Background: an optimization exercise with open tools, aiming at small area, a short achievable clock period and few clock cycles per item. Do not read the settings as production practice.
At most, simulation tests tie the RTL to the original design; equivalence was not proved.

==> inputs of 12-18 <==
## smult16_err_acc
module smult16_err_acc #(
  parameter int WIDTH = 16,
  parameter int OUTW  = 32,
  parameter int CNTW  = 16,
  parameter int ACCW  = 48
) (
  input  logic              clk,
  input  logic              rst_n,
  input  logic              start,
  input  logic [CNTW-1:0]   num_samples,
  input  logic              in_valid,
  output logic              in_ready,
  input  logic [WIDTH-1:0]  op_a,
  input  logic [WIDTH-1:0]  op_b,
  input  logic [OUTW-1:0]   p_approx,
  output logic              busy,
  output logic              done,
  output logic [CNTW-1:0]   err_count,
  output logic [ACCW-1:0]   sum_err,
  output logic [ACCW-1:0]   sum_abs_err,
  output logic [OUTW:0]     max_abs_err,
  output logic              overflow
);
  logic             busy_q, done_q, rdy_q;
  logic [CNTW-1:0]  rem_q;           
  logic             l1_q, l2_q, l3_q;   
  logic             v1_q, v2_q;
  logic             clr_q;           
  logic             z_q;             
  wire go       = !busy_q && !done_q && start;
  wire accept   = rdy_q && in_valid;
  wire last_acc = accept && (rem_q == CNTW'(1));
  wire empty    = (num_samples == '0);
  always_ff @(posedge clk or negedge rst_n) begin
    if (!rst_n) begin
      busy_q <= 1'b0;
      done_q <= 1'b0;
      rdy_q  <= 1'b0;
      l1_q   <= 1'b0;
      l2_q   <= 1'b0;
      l3_q   <= 1'b0;
      v1_q   <= 1'b0;
      v2_q   <= 1'b0;
  ...
==> flow/config.mk <==
export PLATFORM = sky130hd
export DESIGN_NAME = smult16_err_acc
export DESIGN_NICKNAME = smult16_err_acc
export VERILOG_FILES = /design/flow/design.v
export SDC_FILE = /design/flow/constraint.sdc
export NUM_CORES = 4
export LEC_CHECK = 0
export CAP_MARGIN = 20
export CORE_MARGIN = 2
export CORE_UTILIZATION = 40
export SLEW_MARGIN = 20
==> flow/constraint.sdc <==
create_clock -name core_clock -period 8.5 [get_ports {clk}]
set_input_delay 1.7000 -clock core_clock [delete_from_list [all_inputs] [get_ports {clk}]]
set_output_delay 1.7000 -clock core_clock [all_outputs]
set_load 0.01 [all_outputs]
standard.sh (not shown) runs the stock make flow with config.mk's settings and CLKGATE_MAP_FILE= SYNTH_SCRIPT=/design/flow/synth_recipe.tcl, a recipe that flattens the netlist after the stock synthesis.
==> flow/flow/run.sh <==
#!/bin/bash
# The standard layout (standard.sh: unchanged synthesis and steps), with two changes:
# ports are buffered with buf_1 cells, and the resizer's setup repair aims for a margin.
set -e
export SETUP_SLACK_MARGIN=5.0
export BUFFER_PORTS_ARGS="-buffer_cell sky130_fd_sc_hd__buf_1"
bash standard.sh > standard_flow.log 2>&1
==> inputs of 02-04, as changes to 12-18 <==
--- a/flow/design.v
+++ b/flow/design.v
@@ -502,54 +502,50 @@
   always_ff @(posedge clk) begin
     r0_q <= row0;
     r1_q <= row1;
   end
   wire [32:0] d  = r0_q + r1_q;
   wire        ds = d[32];
-  wire [31:0] dx = d[31:0] ^ {32{ds}};
-  logic [31:0] x_q;
-  logic        s_q;
+  wire [32:0] nd = -d;
+  wire [31:0] du = ds ? nd[31:0] : d[31:0];    
+  logic [32:0] d_q;
+  logic [31:0] u_q;
   always_ff @(posedge clk or negedge rst_n) begin
     if (!rst_n) begin
-      x_q <= '0;
-      s_q <= 1'b0;
+      d_q <= '0;
+      u_q <= '0;
     end else begin
-      x_q <= v2_q ? dx : '0;
-      s_q <= v2_q & ds;
+      d_q <= v2_q ? d : '0;
+      u_q <= v2_q ? du : '0;
     end
   end
   logic [CNTW-1:0] cnt_q;
   logic [ACCW-1:0] sum_q, abs_q;
   logic [31:0]     max_q;
   logic            ovf_q;
-  wire [ACCW-1:0] d_ext   = {{(ACCW-32){s_q}}, x_q ^ {32{s_q}}};
-  wire [ACCW-1:0] sum_nxt = sum_q + d_ext;
-  wire            wrap    = (sum_q[ACCW-1] == s_q) && (sum_nxt[ACCW-1] != s_q);
-  wire [ACCW:0]   abs_sh  = {abs_q, 1'b1} + {{(ACCW-32){1'b0}}, x_q, s_q};
-  wire [32:0]     cmp     = {1'b0, x_q} + {1'b0, ~max_q} + {32'b0, s_q};
-  wire [31:0]     absd    = x_q + {31'b0, s_q};
-  wire            nz      = s_q | (|x_q);
+  wire [CNTW-1:0] cnt_f = clr_q ? '0 : cnt_q;
+  wire [ACCW-1:0] sum_f = clr_q ? '0 : sum_q;
+  wire [ACCW-1:0] abs_f = clr_q ? '0 : abs_q;
+  wire [31:0]     max_f = clr_q ? '0 : max_q;
+  wire            ovf_f = clr_q ? 1'b0 : ovf_q;
+  wire            s       = d_q[32];
+  wire [ACCW-1:0] sum_nxt = sum_f + {{(ACCW-33){s}}, d_q};
+  wire            wrap    = (sum_f[ACCW-1] == s) && (sum_nxt[ACCW-1] != s);
   always_ff @(posedge clk or negedge rst_n) begin
     if (!rst_n) begin
       cnt_q <= '0;
       sum_q <= '0;
       abs_q <= '0;
       max_q <= '0;
       ovf_q <= 1'b0;
-    end else if (clr_q) begin
-      cnt_q <= '0;
-      sum_q <= '0;
-      abs_q <= '0;
-      max_q <= '0;
-      ovf_q <= 1'b0;
     end else begin
-      cnt_q <= cnt_q + CNTW'(nz);
+      cnt_q <= cnt_f + CNTW'(|u_q);
       sum_q <= sum_nxt;
-      abs_q <= abs_sh[ACCW:1];
-      if (cmp[32]) max_q <= absd;
-      ovf_q <= ovf_q | wrap;
+      abs_q <= abs_f + {{(ACCW-32){1'b0}}, u_q};
+      max_q <= (u_q > max_f) ? u_q : max_f;
+      ovf_q <= ovf_f | wrap;
     end
   end
   assign in_ready    = rdy_q;
   assign busy        = busy_q;
   assign done        = done_q;
   assign err_count   = cnt_q;
==> flow/flow/run.sh (replaced) <==
#!/bin/bash
set -e
export SETUP_SLACK_MARGIN=${SETUP_SLACK_MARGIN:-5.6}
export BUFFER_PORTS_ARGS="-buffer_cell sky130_fd_sc_hd__buf_2"
bash standard.sh > standard_flow.log 2>&1
==> inputs of 12-03, as changes to 12-18 <==
--- a/flow/design.v
+++ b/flow/design.v
@@ -20,13 +20,13 @@
   output logic [ACCW-1:0]   sum_abs_err,
   output logic [OUTW:0]     max_abs_err,
   output logic              overflow
 );
   logic             busy_q, done_q, rdy_q;
   logic [CNTW-1:0]  rem_q;           
-  logic             l1_q, l2_q, l3_q;   
+  logic             l1_q, l2_q, l3_q, l4_q, l5_q;   
   logic             v1_q, v2_q;
   logic             clr_q;           
   logic             z_q;             
   wire go       = !busy_q && !done_q && start;
   wire accept   = rdy_q && in_valid;
   wire last_acc = accept && (rem_q == CNTW'(1));
@@ -36,24 +36,28 @@
       busy_q <= 1'b0;
       done_q <= 1'b0;
       rdy_q  <= 1'b0;
       l1_q   <= 1'b0;
       l2_q   <= 1'b0;
       l3_q   <= 1'b0;
+      l4_q   <= 1'b0;
+      l5_q   <= 1'b0;
       v1_q   <= 1'b0;
       v2_q   <= 1'b0;
       clr_q  <= 1'b0;
       z_q    <= 1'b0;
     end else begin
-      done_q <= l3_q || z_q;
-      busy_q <= go || (busy_q && !l3_q && !z_q);
+      done_q <= l5_q || z_q;
+      busy_q <= go || (busy_q && !l5_q && !z_q);
       z_q    <= go && empty;
       rdy_q  <= go ? !empty : (rdy_q && !last_acc);
       l1_q   <= last_acc;
       l2_q   <= l1_q;
       l3_q   <= l2_q;
+      l4_q   <= l3_q;
+      l5_q   <= l4_q;
       v1_q   <= accept;
       v2_q   <= v1_q;
       clr_q  <= go;
     end
   end
   always_ff @(posedge clk) begin
@@ -515,46 +519,80 @@
     end else begin
       x_q <= v2_q ? dx : '0;
       s_q <= v2_q & ds;
     end
   end
   logic [CNTW-1:0] cnt_q;
-  logic [ACCW-1:0] sum_q, abs_q;
+  logic [15:0]     el_q, em_q, eh_q;      
+  logic [15:0]     al_q, am_q, ah_q;      
   logic [31:0]     max_q;
   logic            ovf_q;
-  wire [ACCW-1:0] d_ext   = {{(ACCW-32){s_q}}, x_q ^ {32{s_q}}};
-  wire [ACCW-1:0] sum_nxt = sum_q + d_ext;
-  wire            wrap    = (sum_q[ACCW-1] == s_q) && (sum_nxt[ACCW-1] != s_q);
-  wire [ACCW:0]   abs_sh  = {abs_q, 1'b1} + {{(ACCW-32){1'b0}}, x_q, s_q};
-  wire [32:0]     cmp     = {1'b0, x_q} + {1'b0, ~max_q} + {32'b0, s_q};
-  wire [31:0]     absd    = x_q + {31'b0, s_q};
-  wire            nz      = s_q | (|x_q);
+  logic            ecl_q, ecm_q;          
+  logic            acl_q, acm_q;          
+  logic [15:0]     dm_q;                  
+  logic            sm_q, sh_q;            
+  wire [CNTW-1:0] cnt_f = clr_q ? '0 : cnt_q;
+  wire [15:0]     el_f  = clr_q ? '0 : el_q;
+  wire [15:0]     em_f  = clr_q ? '0 : em_q;
+  wire [15:0]     eh_f  = clr_q ? '0 : eh_q;
+  wire [15:0]     al_f  = clr_q ? '0 : al_q;
+  wire [15:0]     am_f  = clr_q ? '0 : am_q;
+  wire [15:0]     ah_f  = clr_q ? '0 : ah_q;
+  wire [31:0]     max_f = clr_q ? '0 : max_q;
+  wire            ovf_f = clr_q ? 1'b0 : ovf_q;
+  wire [31:0] dd    = x_q ^ {32{s_q}};                        
+  wire [16:0] el_n  = {1'b0, el_f} + {1'b0, dd[15:0]};
+  wire [16:0] em_n  = {1'b0, em_f} + {1'b0, dm_q} + {16'b0, ecl_q};
+  wire [15:0] eh_n  = eh_f + {16{sh_q}} + {15'b0, ecm_q};
+  wire        wrap  = (eh_f[15] == sh_q) && (eh_n[15] != sh_q);
+  wire [17:0] al_n  = {1'b0, al_f, 1'b1} + {1'b0, x_q[15:0], s_q};   
+  wire [16:0] am_n  = {1'b0, am_f} + {1'b0, x_q[31:16]} + {16'b0, acl_q};
+  wire [15:0] ah_n  = ah_f + {15'b0, acm_q};
+  wire [32:0] cmp   = {1'b0, x_q} + {1'b0, ~max_f} + {32'b0, s_q};    
+  wire [31:0] absd  = x_q + {31'b0, s_q};
+  wire        nz    = s_q | (|x_q);
   always_ff @(posedge clk or negedge rst_n) begin
     if (!rst_n) begin
       cnt_q <= '0;
-      sum_q <= '0;
-      abs_q <= '0;
-      max_q <= '0;
-      ovf_q <= 1'b0;
-    end else if (clr_q) begin
-      cnt_q <= '0;
-      sum_q <= '0;
-      abs_q <= '0;
+      el_q  <= '0;
+      em_q  <= '0;
+      eh_q  <= '0;
+      al_q  <= '0;
+      am_q  <= '0;
+      ah_q  <= '0;
       max_q <= '0;
       ovf_q <= 1'b0;
+      ecl_q <= 1'b0;
+      ecm_q <= 1'b0;
+      acl_q <= 1'b0;
+      acm_q <= 1'b0;
+      dm_q  <= '0;
+      sm_q  <= 1'b0;
+      sh_q  <= 1'b0;
     end else begin
-      cnt_q <= cnt_q + CNTW'(nz);
-      sum_q <= sum_nxt;
-      abs_q <= abs_sh[ACCW:1];
-      if (cmp[32]) max_q <= absd;
-      ovf_q <= ovf_q | wrap;
+      cnt_q <= cnt_f + CNTW'(nz);
+      el_q  <= el_n[15:0];
+      ecl_q <= el_n[16];
+      dm_q  <= dd[31:16];
+      sm_q  <= s_q;
+      em_q  <= em_n[15:0];
+      ecm_q <= em_n[16];
+      sh_q  <= sm_q;
+      eh_q  <= eh_n;
+      ovf_q <= ovf_f | wrap;
+      al_q  <= al_n[16:1];
+      acl_q <= al_n[17];
+      am_q  <= am_n[15:0];
+      acm_q <= am_n[16];
+      ah_q  <= ah_n;
+      max_q <= cmp[32] ? absd : max_f;
     end
   end
   assign in_ready    = rdy_q;
   assign busy        = busy_q;
   assign done        = done_q;
   assign err_count   = cnt_q;
-  assign sum_err     = sum_q;
-  assign sum_abs_err = abs_q;
+  assign sum_err     = {eh_q, em_q, el_q};
+  assign sum_abs_err = {ah_q, am_q, al_q};
   assign max_abs_err = {1'b0, max_q};
   assign overflow    = ovf_q;
 endmodule
==> flow/flow/run.sh (replaced) <==
#!/bin/bash
# The standard layout (standard.sh: unchanged synthesis and steps), with two changes:
# ports are buffered with buf_1 cells, and the resizer's setup repair aims for a margin.
set -e
export SETUP_SLACK_MARGIN=5.4
export BUFFER_PORTS_ARGS="-buffer_cell sky130_fd_sc_hd__buf_1"
bash standard.sh > standard_flow.log 2>&1
==> inputs of 07-17, as changes to 12-18 <==
--- a/flow/design.v
+++ b/flow/design.v
@@ -20,13 +20,13 @@
   output logic [ACCW-1:0]   sum_abs_err,
   output logic [OUTW:0]     max_abs_err,
   output logic              overflow
 );
   logic             busy_q, done_q, rdy_q;
   logic [CNTW-1:0]  rem_q;           
-  logic             l1_q, l2_q, l3_q;   
+  logic             l1_q, l2_q, l3_q, l4_q;   
   logic             v1_q, v2_q;
   logic             clr_q;           
   logic             z_q;             
   wire go       = !busy_q && !done_q && start;
   wire accept   = rdy_q && in_valid;
   wire last_acc = accept && (rem_q == CNTW'(1));
@@ -36,24 +36,26 @@
       busy_q <= 1'b0;
       done_q <= 1'b0;
       rdy_q  <= 1'b0;
       l1_q   <= 1'b0;
       l2_q   <= 1'b0;
       l3_q   <= 1'b0;
+      l4_q   <= 1'b0;
       v1_q   <= 1'b0;
       v2_q   <= 1'b0;
       clr_q  <= 1'b0;
       z_q    <= 1'b0;
     end else begin
-      done_q <= l3_q || z_q;
-      busy_q <= go || (busy_q && !l3_q && !z_q);
+      done_q <= l4_q || z_q;
+      busy_q <= go || (busy_q && !l4_q && !z_q);
       z_q    <= go && empty;
       rdy_q  <= go ? !empty : (rdy_q && !last_acc);
       l1_q   <= last_acc;
       l2_q   <= l1_q;
       l3_q   <= l2_q;
+      l4_q   <= l3_q;
       v1_q   <= accept;
       v2_q   <= v1_q;
       clr_q  <= go;
     end
   end
   always_ff @(posedge clk) begin
@@ -515,46 +517,62 @@
     end else begin
       x_q <= v2_q ? dx : '0;
       s_q <= v2_q & ds;
     end
   end
   logic [CNTW-1:0] cnt_q;
-  logic [ACCW-1:0] sum_q, abs_q;
+  logic [23:0]     el_q, eh_q;            
+  logic [23:0]     al_q, ah_q;            
   logic [31:0]     max_q;
   logic            ovf_q;
-  wire [ACCW-1:0] d_ext   = {{(ACCW-32){s_q}}, x_q ^ {32{s_q}}};
-  wire [ACCW-1:0] sum_nxt = sum_q + d_ext;
-  wire            wrap    = (sum_q[ACCW-1] == s_q) && (sum_nxt[ACCW-1] != s_q);
-  wire [ACCW:0]   abs_sh  = {abs_q, 1'b1} + {{(ACCW-32){1'b0}}, x_q, s_q};
-  wire [32:0]     cmp     = {1'b0, x_q} + {1'b0, ~max_q} + {32'b0, s_q};
-  wire [31:0]     absd    = x_q + {31'b0, s_q};
-  wire            nz      = s_q | (|x_q);
+  logic            ec_q, ac_q;            
+  logic [8:0]      dh_q;                  
+  wire [CNTW-1:0] cnt_f = clr_q ? '0 : cnt_q;
+  wire [23:0]     el_f  = clr_q ? '0 : el_q;
+  wire [23:0]     eh_f  = clr_q ? '0 : eh_q;
+  wire [23:0]     al_f  = clr_q ? '0 : al_q;
+  wire [23:0]     ah_f  = clr_q ? '0 : ah_q;
+  wire [31:0]     max_f = clr_q ? '0 : max_q;
+  wire            ovf_f = clr_q ? 1'b0 : ovf_q;
+  wire [31:0] dd    = x_q ^ {32{s_q}};                        
+  wire [24:0] el_n  = {1'b0, el_f} + {1'b0, dd[23:0]};
+  wire [23:0] eh_n  = eh_f + {{15{dh_q[8]}}, dh_q} + {23'b0, ec_q};
+  wire        wrap  = (eh_f[23] == dh_q[8]) && (eh_n[23] != dh_q[8]);
+  wire [25:0] al_n  = {1'b0, al_f, 1'b1} + {1'b0, x_q[23:0], s_q};   
+  wire [23:0] ah_n  = ah_f + {16'b0, x_q[31:24]} + {23'b0, ac_q};
+  wire [32:0] cmp   = {1'b0, x_q} + {1'b0, ~max_f} + {32'b0, s_q};    
+  wire [31:0] absd  = x_q + {31'b0, s_q};
+  wire        nz    = s_q | (|x_q);
   always_ff @(posedge clk or negedge rst_n) begin
     if (!rst_n) begin
       cnt_q <= '0;
-      sum_q <= '0;
-      abs_q <= '0;
-      max_q <= '0;
-      ovf_q <= 1'b0;
-    end else if (clr_q) begin
-      cnt_q <= '0;
-      sum_q <= '0;
-      abs_q <= '0;
+      el_q  <= '0;
+      eh_q  <= '0;
+      al_q  <= '0;
+      ah_q  <= '0;
       max_q <= '0;
       ovf_q <= 1'b0;
+      ec_q  <= 1'b0;
+      ac_q  <= 1'b0;
+      dh_q  <= '0;
     end else begin
-      cnt_q <= cnt_q + CNTW'(nz);
-      sum_q <= sum_nxt;
-      abs_q <= abs_sh[ACCW:1];
-      if (cmp[32]) max_q <= absd;
-      ovf_q <= ovf_q | wrap;
+      cnt_q <= cnt_f + CNTW'(nz);
+      el_q  <= el_n[23:0];
+      ec_q  <= el_n[24];
+      dh_q  <= {s_q, dd[31:24]};
+      eh_q  <= eh_n;
+      ovf_q <= ovf_f | wrap;
+      al_q  <= al_n[24:1];
+      ac_q  <= al_n[25];
+      ah_q  <= ah_n;
+      max_q <= cmp[32] ? absd : max_f;
     end
   end
   assign in_ready    = rdy_q;
   assign busy        = busy_q;
   assign done        = done_q;
   assign err_count   = cnt_q;
-  assign sum_err     = sum_q;
-  assign sum_abs_err = abs_q;
+  assign sum_err     = {eh_q, el_q};
+  assign sum_abs_err = {ah_q, al_q};
   assign max_abs_err = {1'b0, max_q};
   assign overflow    = ovf_q;
 endmodule
==> flow/flow/run.sh (replaced) <==
#!/bin/bash
# The standard layout (standard.sh: unchanged synthesis and steps), with these changes:
# ports are buffered with buf_1 cells, and the resizer's setup repair aims for a margin
# on the worst path only (no total-negative-slack repair).
set -e
export SETUP_SLACK_MARGIN=5.4
export TNS_END_PERCENT=0
export BUFFER_PORTS_ARGS="-buffer_cell sky130_fd_sc_hd__buf_1"
bash standard.sh > standard_flow.log 2>&1
Settings changed: CORE_UTILIZATION 40 to 60.
==> reports/results.ini <==
[status]
status=no timing/DRC/antenna violations

[critical_path]
crit_slowest_cell=dfrtp_2
ff2ff_setup_slack_ps=5060
critPathMaxFanout=14
crit_chain=buf_16 -> xor2_1 -> ha_1 -> a211oi_2 -> o21bai_1 -> a2111oi_4 -> nor4_4 -> nor2_4 -> o31ai_2 -> nand2b_2 -> a221oi_2 -> mux2_2

[floorplan]
initial_core_util_pct=40.5
core_um2=59200

[min_path]
hold_end=l2_q

[yosys]
ys_top_cells_by_area=dfrtp_1 (20%), dfxtp_1 (11%), fa_1 (10%), ha_1 (8.9%), xnor2_1 (7.3%)

[layout]
drive_gt1_share_pct=7.98
seq_area_share_pct=28.9

The numbers above come from 12-18.

==> reports/results.ini <==
[yosys]
ys_top_cells_by_area=dfrtp_1 (21%), dfxtp_1 (12%), fa_1 (10%), ha_1 (8.8%), xnor2_1 (8.4%)

[critical_path]
ff2ff_setup_slack_ps=5210
crit_slowest_cell=dfxtp_1

[floorplan]
initial_core_util_pct=61.1
core_um2=38900

[status]
status=no timing/DRC/antenna violations

[min_path]
hold_end=l2_q

The numbers above come from 07-17.

==> reports/results.ini <==
[critical_path]
critPathMaxFanout=4
ff2ff_setup_slack_ps=5410

[floorplan]
core_um2=58800

[yosys]
ys_top_cells_by_area=dfrtp_1 (22%), dfxtp_1 (12%), fa_1 (11%), ha_1 (8.9%), xnor2_1 (7.9%)

[status]
status=no timing/DRC/antenna violations

[layout]
drive_gt1_share_pct=12.3

[min_path]
hold_end=l4_q

The numbers above come from 12-03.

==> reports/results.ini <==
[status]
status=no timing/DRC/antenna violations

[floorplan]
core_um2=61900
initial_core_util_pct=40.6

[layout]
seq_area_share_pct=25.7
drive_gt1_share_pct=36.7

[critical_path]
ff2ff_setup_slack_ps=4900
crit_slowest_cell=dfrtp_4

[yosys]
ys_top_cells_by_area=dfrtp_1 (22%), dfxtp_1 (11%), fa_1 (9.6%), ha_1 (8.4%), xnor2_1 (6.8%)

The numbers above come from 02-04.

Testbench counts of 12-03, summed over its fixed seeds: cycles 24,785, items 24,113.
Testbench counts of 07-17, summed over its fixed seeds: cycles 24,689, items 24,113.
Function not checked in 12-18 and 02-04: the RTL went through the layout flow alone.

==> what the ideal ports hide <==
No port has a modelled driver above. Below, the same layouts with a new extraction and two added sets of constraints.
Step 1 (the two cells are an assumption about what drives the block):
set clk [get_ports {clk}]
set_driving_cell -lib_cell sky130_fd_sc_hd__clkbuf_16 $clk
set_driving_cell -lib_cell sky130_fd_sc_hd__buf_2 [delete_from_list [all_inputs] $clk]
Step 2 times the ports against the registers' clock, not the clock port: input delays grow and output delays shrink by t, the midpoint of the rising clock arrivals with the driver on.
a / b / c = ideal / step 1 / step 2; a / b = the first two.
run | t (ns) | setup slack, ns | worst register clock-pin slew, ns | worst data-port slew with drivers (ns)
12-18 | 0.613 | 5.057 / 5.057 / 5.040 | 0.06 / 0.06 | 0.06
02-04 | 0.627 | 4.903 / 4.903 / 4.903 | 0.06 / 0.06 | 0.06
12-03 | 0.639 | 5.413 / 5.413 / 5.093 | 0.06 / 0.06 | 0.06
07-17 | 0.609 | 5.213 / 5.213 / 4.944 | 0.06 / 0.06 | 0.04
After both steps every run listed still meets setup and hold. The setup slack of 12-03, which loses most, moves by 0.000 ns with the drivers and by -0.320 ns with both steps. The worst setup slack also covers recovery checks on asynchronous resets.
